Context: an optimization exercise on an open-source flow, tuned for small area, a short achievable clock period and few clock cycles per item. The choices shown serve that exercise and are no tape-out recipe.
Only simulation tests tie the RTL to the original design; equivalence was not proved.

## config.mk

```make
export PLATFORM = sky130hd
export DESIGN_NAME = frame_interval_statistics_top
export DESIGN_NICKNAME = frame_interval_statistics_top
export VERILOG_FILES = /design/flow/design.v
export SDC_FILE = /design/flow/constraint.sdc
export NUM_CORES = 4
export LEC_CHECK = 0
export CAP_MARGIN = 20
export CORE_MARGIN = 2
export CORE_UTILIZATION = 40
export SLEW_MARGIN = 20
```

## constraint.sdc

```tcl
create_clock -name core_clock -period 10.0 [get_ports {clk_i}]
set_input_delay 2.0000 -clock core_clock [delete_from_list [all_inputs] [get_ports {clk_i}]]
set_output_delay 2.0000 -clock core_clock [all_outputs]
set_load 0.01 [all_outputs]
```

## design.v

```verilog
package fis_pkg;
  localparam int unsigned COUNT_BITS_DEF = 16;
  localparam int unsigned DT_BITS_DEF    = 24;
  localparam logic [31:0] WINDOW_US_RESET = 32'd1000000;
  localparam logic [63:0] FPS_SCALE       = 64'd256000000;
  typedef enum logic [1:0] {
    ALU_MUL,
    ALU_DIV,
    ALU_SQRT
  } alu_op_e;
  typedef struct packed {
    logic    start;
    alu_op_e op;
  } alu_cmd_t;
  typedef struct packed {
    logic busy;
    logic done;
  } alu_sts_t;
endpackage
import fis_pkg::*;
module fis_alu
(
  input  logic        clk_i,
  input  logic        rst_ni,
  input  logic        cmd_start_i,
  input  logic [1:0]  cmd_op_i,
  input  logic [63:0] opa_i,
  input  logic [63:0] opb_i,
  output logic        busy_o,
  output logic        done_o,
  output logic [63:0] res_o
);
  logic [1:0]  op_q;
  logic [63:0] x_q, x_d;
  logic [63:0] y_q, y_d;
  logic [63:0] acc_q, acc_d;
  logic        ovf_q, ovf_d;
  logic [6:0]  cnt_q;
  logic        busy_q, done_q;
  logic [64:0] rem_sh, rem_sub, mul_sum;
  logic [63:0] sq_trial;
  always_comb begin
    x_d     = x_q;
    y_d     = y_q;
    acc_d   = acc_q;
    ovf_d   = ovf_q;
    rem_sh  = {acc_q, x_q[63]};
    rem_sub = rem_sh - {1'b0, y_q};
    mul_sum = {1'b0, acc_q[62:0], 1'b0} + {1'b0, (y_q[63] ? x_q : 64'd0)};
    sq_trial = acc_q + y_q;
    case (op_q)
      ALU_DIV: begin
        if (rem_sh >= {1'b0, y_q}) begin
          acc_d = rem_sub[63:0];
          x_d   = {x_q[62:0], 1'b1};
        end else begin
          acc_d = rem_sh[63:0];
          x_d   = {x_q[62:0], 1'b0};
        end
      end
      ALU_MUL: begin
        ovf_d = ovf_q | acc_q[63] | mul_sum[64];
        acc_d = mul_sum[63:0];
        y_d   = {y_q[62:0], 1'b0};
      end
      ALU_SQRT: begin
        if (x_q >= sq_trial) begin
          x_d   = x_q - sq_trial;
          acc_d = {1'b0, acc_q[63:1]} + y_q;
        end else begin
          acc_d = {1'b0, acc_q[63:1]};
        end
        y_d = {2'b00, y_q[63:2]};
      end
      default: ;
    endcase
  end
  always_ff @(posedge clk_i or negedge rst_ni) begin
    if (!rst_ni) begin
      op_q   <= ALU_MUL;
      busy_q <= 1'b0;
      done_q <= 1'b0;
      cnt_q  <= '0;
      ovf_q  <= 1'b0;
      x_q    <= '0;
      y_q    <= '0;
      acc_q  <= '0;
    end else begin
      done_q <= 1'b0;
      if (cmd_start_i) begin
        op_q   <= cmd_op_i;
        busy_q <= 1'b1;
        x_q    <= opa_i;
        acc_q  <= '0;
        ovf_q  <= 1'b0;
        if (cmd_op_i == ALU_SQRT) begin
          y_q   <= 64'd1 << 62;
          cnt_q <= 7'd31;
        end else begin
          y_q   <= opb_i;
          cnt_q <= 7'd63;
        end
      end else if (busy_q) begin
        x_q   <= x_d;
        y_q   <= y_d;
        acc_q <= acc_d;
        ovf_q <= ovf_d;
        cnt_q <= cnt_q - 7'd1;
        if (cnt_q == '0) begin
          busy_q <= 1'b0;
          done_q <= 1'b1;
        end
      end
    end
  end
  always_comb begin
    case (op_q)
      ALU_DIV:  res_o = x_q;
      ALU_MUL:  res_o = ovf_q ? '1 : acc_q;
      ALU_SQRT: res_o = acc_q;
      default:  res_o = acc_q;
    endcase
  end
  assign busy_o = busy_q;
  assign done_o = done_q;
endmodule
import fis_pkg::*;
module frame_interval_statistics_top
#(
  parameter int unsigned COUNT_BITS = COUNT_BITS_DEF,
  parameter int unsigned DT_BITS    = DT_BITS_DEF
) (
  input  logic        clk_i,
  input  logic        rst_ni,
  input  logic        cfg_we_i,
  input  logic [31:0] cfg_wdata_i,
  input  logic        in_valid_i,
  output logic        in_ready_o,
  input  logic [31:0] in_time_us_i,
  output logic        out_valid_o,
  input  logic        out_ready_i,
  output logic [23:0] out_dt_us_o,
  output logic        out_dt_valid_o,
  output logic        out_report_o,
  output logic [15:0] out_interval_cnt_o,
  output logic [31:0] out_elapsed_us_o,
  output logic [31:0] out_fps_q8_o,
  output logic [31:0] out_mean_q8_o,
  output logic [31:0] out_stddev_q8_o,
  output logic [23:0] out_min_dt_us_o,
  output logic [23:0] out_max_dt_us_o
);
  localparam int unsigned MW = DT_BITS + 8;
  localparam int unsigned DW = MW + 1;
  localparam logic [31:0] DT_MAX32 = 32'((64'd1 << DT_BITS) - 64'd1);
  localparam logic [COUNT_BITS-1:0] COUNT_MAX = '1;
  typedef enum logic [8:0] {
    S_IDLE = 9'b000000001,
    S_MEAN = 9'b000000010,
    S_M2   = 9'b000000100,
    S_FMUL = 9'b000001000,
    S_FDIV = 9'b000010000,
    S_VAR  = 9'b000100000,
    S_VDIV = 9'b001000000,
    S_SQRT = 9'b010000000,
    S_DONE = 9'b100000000
  } state_e;
  state_e state_q;
  logic [31:0]           window_us_q;
  logic [31:0]           last_q, wstart_q, time_q, elapsed_q;
  logic                  have_ref_q;
  logic [COUNT_BITS-1:0] count_q;
  logic [MW-1:0]         mean_q, dtq_q, adelta_q;
  logic                  dneg_q;
  logic [63:0]           m2_q;
  logic [DT_BITS-1:0]    min_q, max_q, dt_q;
  logic                  dtv_q, rep_q;
  logic [31:0]           fps_q, sd_q;
  logic        cmd_start_q;
  logic [1:0]  cmd_op_q;
  logic [63:0] opa_q, opb_q, res;
  logic        sts_busy, sts_done;
  logic                  out_v_q;
  logic [23:0]           o_dt_q, o_min_q, o_max_q;
  logic                  o_dtv_q, o_rep_q;
  logic [15:0]           o_cnt_q;
  logic [31:0]           o_el_q, o_fps_q, o_mean_q, o_sd_q;
  fis_alu u_alu (
    .clk_i  (clk_i),
    .rst_ni (rst_ni),
    .cmd_start_i (cmd_start_q),
    .cmd_op_i    (cmd_op_q),
    .opa_i  (opa_q),
    .opb_i  (opb_q),
    .busy_o (sts_busy),
    .done_o (sts_done),
    .res_o  (res)
  );
  logic                  in_acc;
  logic [31:0]           diff, dt32;
  logic [DT_BITS-1:0]    dt;
  logic [COUNT_BITS-1:0] n_new;
  logic [MW-1:0]         dtq;
  logic [DW-1:0]         delta, adelta_w;
  logic [31:0]           el_new;
  assign in_acc   = in_valid_i && in_ready_o;
  assign in_ready_o = (state_q == S_IDLE);
  assign diff     = in_time_us_i - last_q;
  assign dt32     = (diff > DT_MAX32) ? DT_MAX32 : diff;
  assign dt       = dt32[DT_BITS-1:0];
  assign n_new    = (count_q == COUNT_MAX) ? COUNT_MAX : count_q + 1'b1;
  assign dtq      = {dt, 8'd0};
  assign delta    = {1'b0, dtq} - {1'b0, mean_q};
  assign adelta_w = delta[DW-1] ? -delta : delta;
  assign el_new   = in_time_us_i - wstart_q;
  logic [DW-1:0] qs, mean_new, delta2, adelta2;
  assign qs       = dneg_q ? -{1'b0, res[MW-1:0]} : {1'b0, res[MW-1:0]};
  assign mean_new = {1'b0, mean_q} + qs;
  assign delta2   = {1'b0, dtq_q} - mean_new;
  assign adelta2  = delta2[DW-1] ? -delta2 : delta2;
  logic [64:0] m2_sum;
  assign m2_sum = {1'b0, m2_q} + {9'd0, res[63:8]};
  logic [63:0] cnt64, mean64, dt64, min64, max64;
  assign cnt64  = 64'(count_q);
  assign mean64 = 64'(mean_q);
  assign dt64   = 64'(dt_q);
  assign min64  = 64'(min_q);
  assign max64  = 64'(max_q);
  always_ff @(posedge clk_i or negedge rst_ni) begin
    if (!rst_ni) begin
      state_q     <= S_IDLE;
      window_us_q <= WINDOW_US_RESET;
      last_q      <= '0;
      wstart_q    <= '0;
      time_q      <= '0;
      elapsed_q   <= '0;
      have_ref_q  <= 1'b0;
      count_q     <= '0;
      mean_q      <= '0;
      dtq_q       <= '0;
      adelta_q    <= '0;
      dneg_q      <= 1'b0;
      m2_q        <= '0;
      min_q       <= '1;
      max_q       <= '0;
      dt_q        <= '0;
      dtv_q       <= 1'b0;
      rep_q       <= 1'b0;
      fps_q       <= '0;
      sd_q        <= '0;
      cmd_start_q <= 1'b0;
      cmd_op_q    <= ALU_MUL;
      opa_q       <= '0;
      opb_q       <= '0;
      out_v_q     <= 1'b0;
      o_dt_q      <= '0;
      o_dtv_q     <= 1'b0;
      o_rep_q     <= 1'b0;
      o_cnt_q     <= '0;
      o_el_q      <= '0;
      o_fps_q     <= '0;
      o_mean_q    <= '0;
      o_sd_q      <= '0;
      o_min_q     <= '0;
      o_max_q     <= '0;
    end else begin
      cmd_start_q <= 1'b0;
      if (cfg_we_i) begin
        window_us_q <= cfg_wdata_i;
      end
      if (out_v_q && out_ready_i) begin
        out_v_q <= 1'b0;
      end
      case (state_q)
        S_IDLE: begin
          if (in_acc) begin
            time_q <= in_time_us_i;
            last_q <= in_time_us_i;
            if (!have_ref_q) begin
              have_ref_q <= 1'b1;
              wstart_q   <= in_time_us_i;
              dt_q       <= '0;
              dtv_q      <= 1'b0;
              rep_q      <= 1'b0;
              state_q    <= S_DONE;
            end else begin
              dt_q      <= dt;
              dtv_q     <= 1'b1;
              count_q   <= n_new;
              elapsed_q <= el_new;
              rep_q     <= (el_new >= window_us_q) || (n_new == COUNT_MAX);
              dtq_q     <= dtq;
              dneg_q    <= delta[DW-1];
              adelta_q  <= adelta_w[MW-1:0];
              if (dt < min_q) min_q <= dt;
              if (dt > max_q) max_q <= dt;
              cmd_start_q <= 1'b1;
              cmd_op_q    <= ALU_DIV;
              opa_q     <= 64'(adelta_w[MW-1:0]);
              opb_q     <= 64'(n_new);
              state_q   <= S_MEAN;
            end
          end
        end
        S_MEAN: begin
          if (sts_done) begin
            mean_q  <= mean_new[MW-1:0];
            cmd_start_q <= 1'b1;
            cmd_op_q    <= ALU_MUL;
            opa_q   <= 64'(adelta_q);
            opb_q   <= 64'(adelta2[MW-1:0]);
            state_q <= S_M2;
          end
        end
        S_M2: begin
          if (sts_done) begin
            m2_q <= m2_sum[64] ? '1 : m2_sum[63:0];
            if (rep_q) begin
              cmd_start_q <= 1'b1;
              cmd_op_q    <= ALU_MUL;
              opa_q   <= cnt64;
              opb_q   <= FPS_SCALE;
              state_q <= S_FMUL;
            end else begin
              state_q <= S_DONE;
            end
          end
        end
        S_FMUL: begin
          if (sts_done) begin
            if (elapsed_q == '0) begin
              fps_q   <= '1;
              state_q <= S_VAR;
            end else begin
              cmd_start_q <= 1'b1;
              cmd_op_q    <= ALU_DIV;
              opa_q   <= res;
              opb_q   <= 64'(elapsed_q);
              state_q <= S_FDIV;
            end
          end
        end
        S_FDIV: begin
          if (sts_done) begin
            fps_q   <= (res[63:32] != '0) ? '1 : res[31:0];
            state_q <= S_VAR;
          end
        end
        S_VAR: begin
          if (count_q > COUNT_BITS'(1)) begin
            cmd_start_q <= 1'b1;
            cmd_op_q    <= ALU_DIV;
            opa_q   <= m2_q;
            opb_q   <= cnt64 - 64'd1;
            state_q <= S_VDIV;
          end else begin
            sd_q    <= '0;
            state_q <= S_DONE;
          end
        end
        S_VDIV: begin
          if (sts_done) begin
            cmd_start_q <= 1'b1;
            cmd_op_q    <= ALU_SQRT;
            opa_q   <= (res[63:56] != '0) ? '1 : {res[55:0], 8'd0};
            state_q <= S_SQRT;
          end
        end
        S_SQRT: begin
          if (sts_done) begin
            sd_q    <= res[31:0];
            state_q <= S_DONE;
          end
        end
        S_DONE: begin
          if (!out_v_q || out_ready_i) begin
            out_v_q  <= 1'b1;
            o_dt_q   <= dt64[23:0];
            o_dtv_q  <= dtv_q;
            o_rep_q  <= rep_q;
            if (rep_q) begin
              o_cnt_q  <= cnt64[15:0];
              o_el_q   <= elapsed_q;
              o_fps_q  <= fps_q;
              o_mean_q <= (mean64[63:32] != '0) ? '1 : mean64[31:0];
              o_sd_q   <= sd_q;
              o_min_q  <= min64[23:0];
              o_max_q  <= max64[23:0];
              wstart_q <= time_q;
              count_q  <= '0;
              mean_q   <= '0;
              m2_q     <= '0;
              min_q    <= '1;
              max_q    <= '0;
            end else begin
              o_cnt_q  <= '0;
              o_el_q   <= '0;
              o_fps_q  <= '0;
              o_mean_q <= '0;
              o_sd_q   <= '0;
              o_min_q  <= '0;
              o_max_q  <= '0;
            end
            state_q <= S_IDLE;
          end
        end
        default: state_q <= S_IDLE;
      endcase
    end
  end
  assign out_valid_o = out_v_q;
  assign out_dt_us_o = o_dt_q;
  assign out_dt_valid_o = o_dtv_q;
  assign out_report_o = o_rep_q;
  assign out_interval_cnt_o = o_cnt_q;
  assign out_elapsed_us_o = o_el_q;
  assign out_fps_q8_o = o_fps_q;
  assign out_mean_q8_o = o_mean_q;
  assign out_stddev_q8_o = o_sd_q;
  assign out_min_dt_us_o = o_min_q;
  assign out_max_dt_us_o = o_max_q;
endmodule
```

## run.sh

```bash
#!/bin/bash
# synth_recipe.tcl (not shown) runs the flow's synth.tcl, then flattens the netlist and writes it again
# the make line also repeats each setting of config.mk as NAME=value (left out here)
make -C /OpenROAD-flow-scripts/flow DESIGN_CONFIG=/design/flow/config.mk WORK_HOME=/design/flow/orfs CLKGATE_MAP_FILE= SYNTH_SCRIPT=/design/flow/synth_recipe.tcl finish
```

==> run notes <==
-- final cells by class --
cell class | count | area share
clock inverters | 63 | 0.00866
diodes | 1 | 0.0000292
repair buffers | 540 | 0.0565
inverters | 495 | 0.0217
flip-flops and latches | 968 | 0.283
well taps | 2495 | 0.0364
clock buffers | 150 | 0.0370
multi-input cells | 7601 | 0.557
-- sequential cells by signal (all words and copies together), names as in the netlist, 33 cells and up --
name	flops
m2_q	64
opa_q	64
u_alu.acc_q	64
u_alu.x_q	64
u_alu.y_q	64
opb_q	33
-- cell families (layout without fill, tap and decap cells) --
family,after synthesis,count (layout),share of synthesized area
fa+ha+maj,611,611,0.102
xor+xnor,572,572,0.0669
simple gates,3111,3111,0.182
flops,968,968,0.321
other cells,0,1,0
buf+inv,993,1248,0.0501
mux,40,40,0.00543
compound gates,3267,3267,0.272
-- metal layers --
metal	wire [um]	part of all wire	up-vias
met5	69	0.00024	-
met3	18600	0.064	491
met2	131000	0.45	2536
li1	-	-	34300
met1	127000	0.44	34800
met4	14400	0.050	10
-- through the flow --
step / hold slack, ns / utilization / instances / TNS (ns)
floorplan: 0.445 / - / 9562 / 0
global placement: 0.456 / 0.436 / 12100 / -2.24
detailed placement: 0.462 / 0.436 / 12100 / -7.85
CTS: 0.481 / 0.457 / 12300 / 0
global route: 0.502 / 0.457 / 12300 / 0
finish: 0.475 / 0.457 / 12300 / 0
-- tightest hold or removal path, delay by kind of cell (launching register included) --
family           cells  cell delay [ns]
flip-flops           1             0.35
AND/OR/NAND/NOR      2             0.10
-- how the worst min path moves through the flow --
stage                      start      endpoint  slack [ns]  depth (start not counted)
detailed placement      dt_q[21]    o_dt_q[21]        0.46                          2
CTS                      sd_q[2]       sd_q[2]        0.48                          2
global route             dt_q[3]       dt_q[3]        0.50                          2
finish                 o_dt_q[5]     o_dt_q[5]        0.47                          2
floorplan           adelta_q[13]  adelta_q[13]        0.44                          2
global placement       o_dt_q[2]     o_dt_q[2]        0.46                          2
-- cell usage after synthesis, drive strengths merged, types with 134 or more instances --
cell type	number	share of area
o211ai	134	0.013
nand3	138	0.0091
nor2	604	0.030
clkbuf	457	0.023
xor2	214	0.025
a21oi	893	0.060
o21ai	944	0.063
inv	494	0.025
ha	600	0.099
xnor2	358	0.042
nand2	1626	0.081
dfrtp	936	0.31
a21o	350	0.035
-- what timing repair did --
item,in CTS,in global routing
resized for setup,0,4
setup endpoints to repair,0,17
hold buffers,0,0
setup buffers,0,2
==> impl_results.md <==
- IO Pins: 289
- Initial DRC count: 6786
- Mean number of vias per cell: between 5 and 6
- CP top delay family: compound AO/OA/AOI/OAI gates
- H-tree depth: 3
- Final setup violating endpoints: 0
- Drc violations: 0
- Worst-Skew Late Latency: 0.79 ns
- DIE HEIGHT: around 440 um
- Post-place setup slack: -0.467 ns
- Met3 Track Usage GR: 0.0362
- P&R area growth vs syn: 13.5%
- R2r startpoint: u_alu.op_q[0]
- Most Used Layer, Global Route: met2
- Syn_nets: 10200
- Commonest non-fill, non-tap cell in the layout: nand2_1
- CTS Root Cell: clkbuf_16
- Status: finished clean
- Core Area: 188000 um^2
- Initial antenna violation count: 6
- Worst path most repeated cell: a21oi_1
- Final HPWL DP: 222000 um
- Storage cell area: 24300 um^2
- Routed WL: 291000 um
- Met2 track demand over resource: 0.468
- Cell area after synthesis: 75600 um^2
- Num rows: 159
- Wire per inst: ~24 um
- CP startpoint: in_time_us_i[0]
- Fillers: 18800
- Setup CP Type: in -> reg
- Worst setup endpoint: opa_q[30]
- Yosys reg bits: 968
- Vias: 72100
- CTS tree: done
- Maximum buffer depth of the clock tree: 3
- DIE WIDTH: 439 um
- CTS Sinks: 968
- I/O Buffers: 288
- Finished Cell Area: 85800 um^2
- Syn. warnings: 2
- Layout cell share with drive strength beyond 1: 0.0642
- Final WS setup: 0.568 ns
- Final worst path period share: 0.943
- Global-route wire length before repair: about 440000 um
- Prevailing post-synth register cell: dfrtp_1
- Synth unique cells: 116
- CP Depth: slightly above 40
- WP buf/inv: 8
- Seq/Total Area, Yosys: 0.321
- GR Util met1: 0.398
- Worst hold path class: reg -> reg
- Syn Inst Count: 9562
- RSZ-0062 raised after global routing: no
- Required @ worst endpoint: ~11 ns
- Initial Utilization: 0.402
- Total of max-cap violations: 0
- Max Clock Skew: 0.0686 ns
- Worst-margin pin slew: 1.10 ns
- DRT Pass-1 Iters: 18
- Final Hold Fails: 0
- Final ANT Viol Nets: 0
- Most frequent cells in the layout: nand2_1 (1620), dfrtp_1 (932), o21ai_0 (901)
- Async S/R FF share, synth: 1.00
- Startpoint types: input pin
- Cts bufs inserted: ~110
- Final Slew Violations: 0
- Worst setup EP type: flip-flop
- CP max-delay cell: clkdlybuf4s50_1
- All-layer global routing usage: 0.294
- Die area: approximately 190000 um^2
- CP max FO: 3
- R2R depth: 33
- Post-synth EDFFs: 0
- Reg2Reg Setup Slack: 0.87 ns
- Largest stage delay, worst path: 0.43 ns
- Final period demand of the worst path: 9.43 ns
- Max Fclk: 0.106 GHz
- Rel. slew slack: 0.267
- RR Endpoint: opb_q[17]
- Avg Cell Area, Syn: 7.90 um^2
- CP arrival: about 10 ns
- Cell Area, Placed: 81900 um^2
- Fin nets: 10400
- Number of global-route vias before repair: 69500
- Worst-path clk slew: 0.06 ns
- Placer congestion estimate: 0.969
- Multi-input gate area: 47800 um^2
- Pin count of the biggest net entering global routing: 167
- Remaining Overflow, GRT: 0
Testbench counts, summed over its fixed seeds: cycles 1,703,181, items 12,000.

==> what the ideal ports hide <==
In the flow no input, the clock included, has a driving cell. The finished layout below was timed again as built, in two steps.
Step 1 sets driving cells, clkbuf_16 on the clock port and buf_2 on the other inputs (assumed; they add their load-dependent delay and slew).
Step 2, shift: input delay + t, output delay - t, t = (earliest + latest rising clock arrival at the registers) / 2. This alone moves slack from input paths to output paths.
Three values: no drivers, after step 1, after step 2; two values: the first two.
t (ns): 0.843
setup slack, ns: 0.568 / 0.633 / -0.209
hold slack, ns: 0.475 / 0.475 / 0.475
worst setup path after step 2: input to register
pins driven straight from the clock port: 1
Met with ideal ports but missed after step 2: setup timing in this run. The setup slack of this run moves by +0.065 ns with the drivers and by -0.777 ns with both steps.
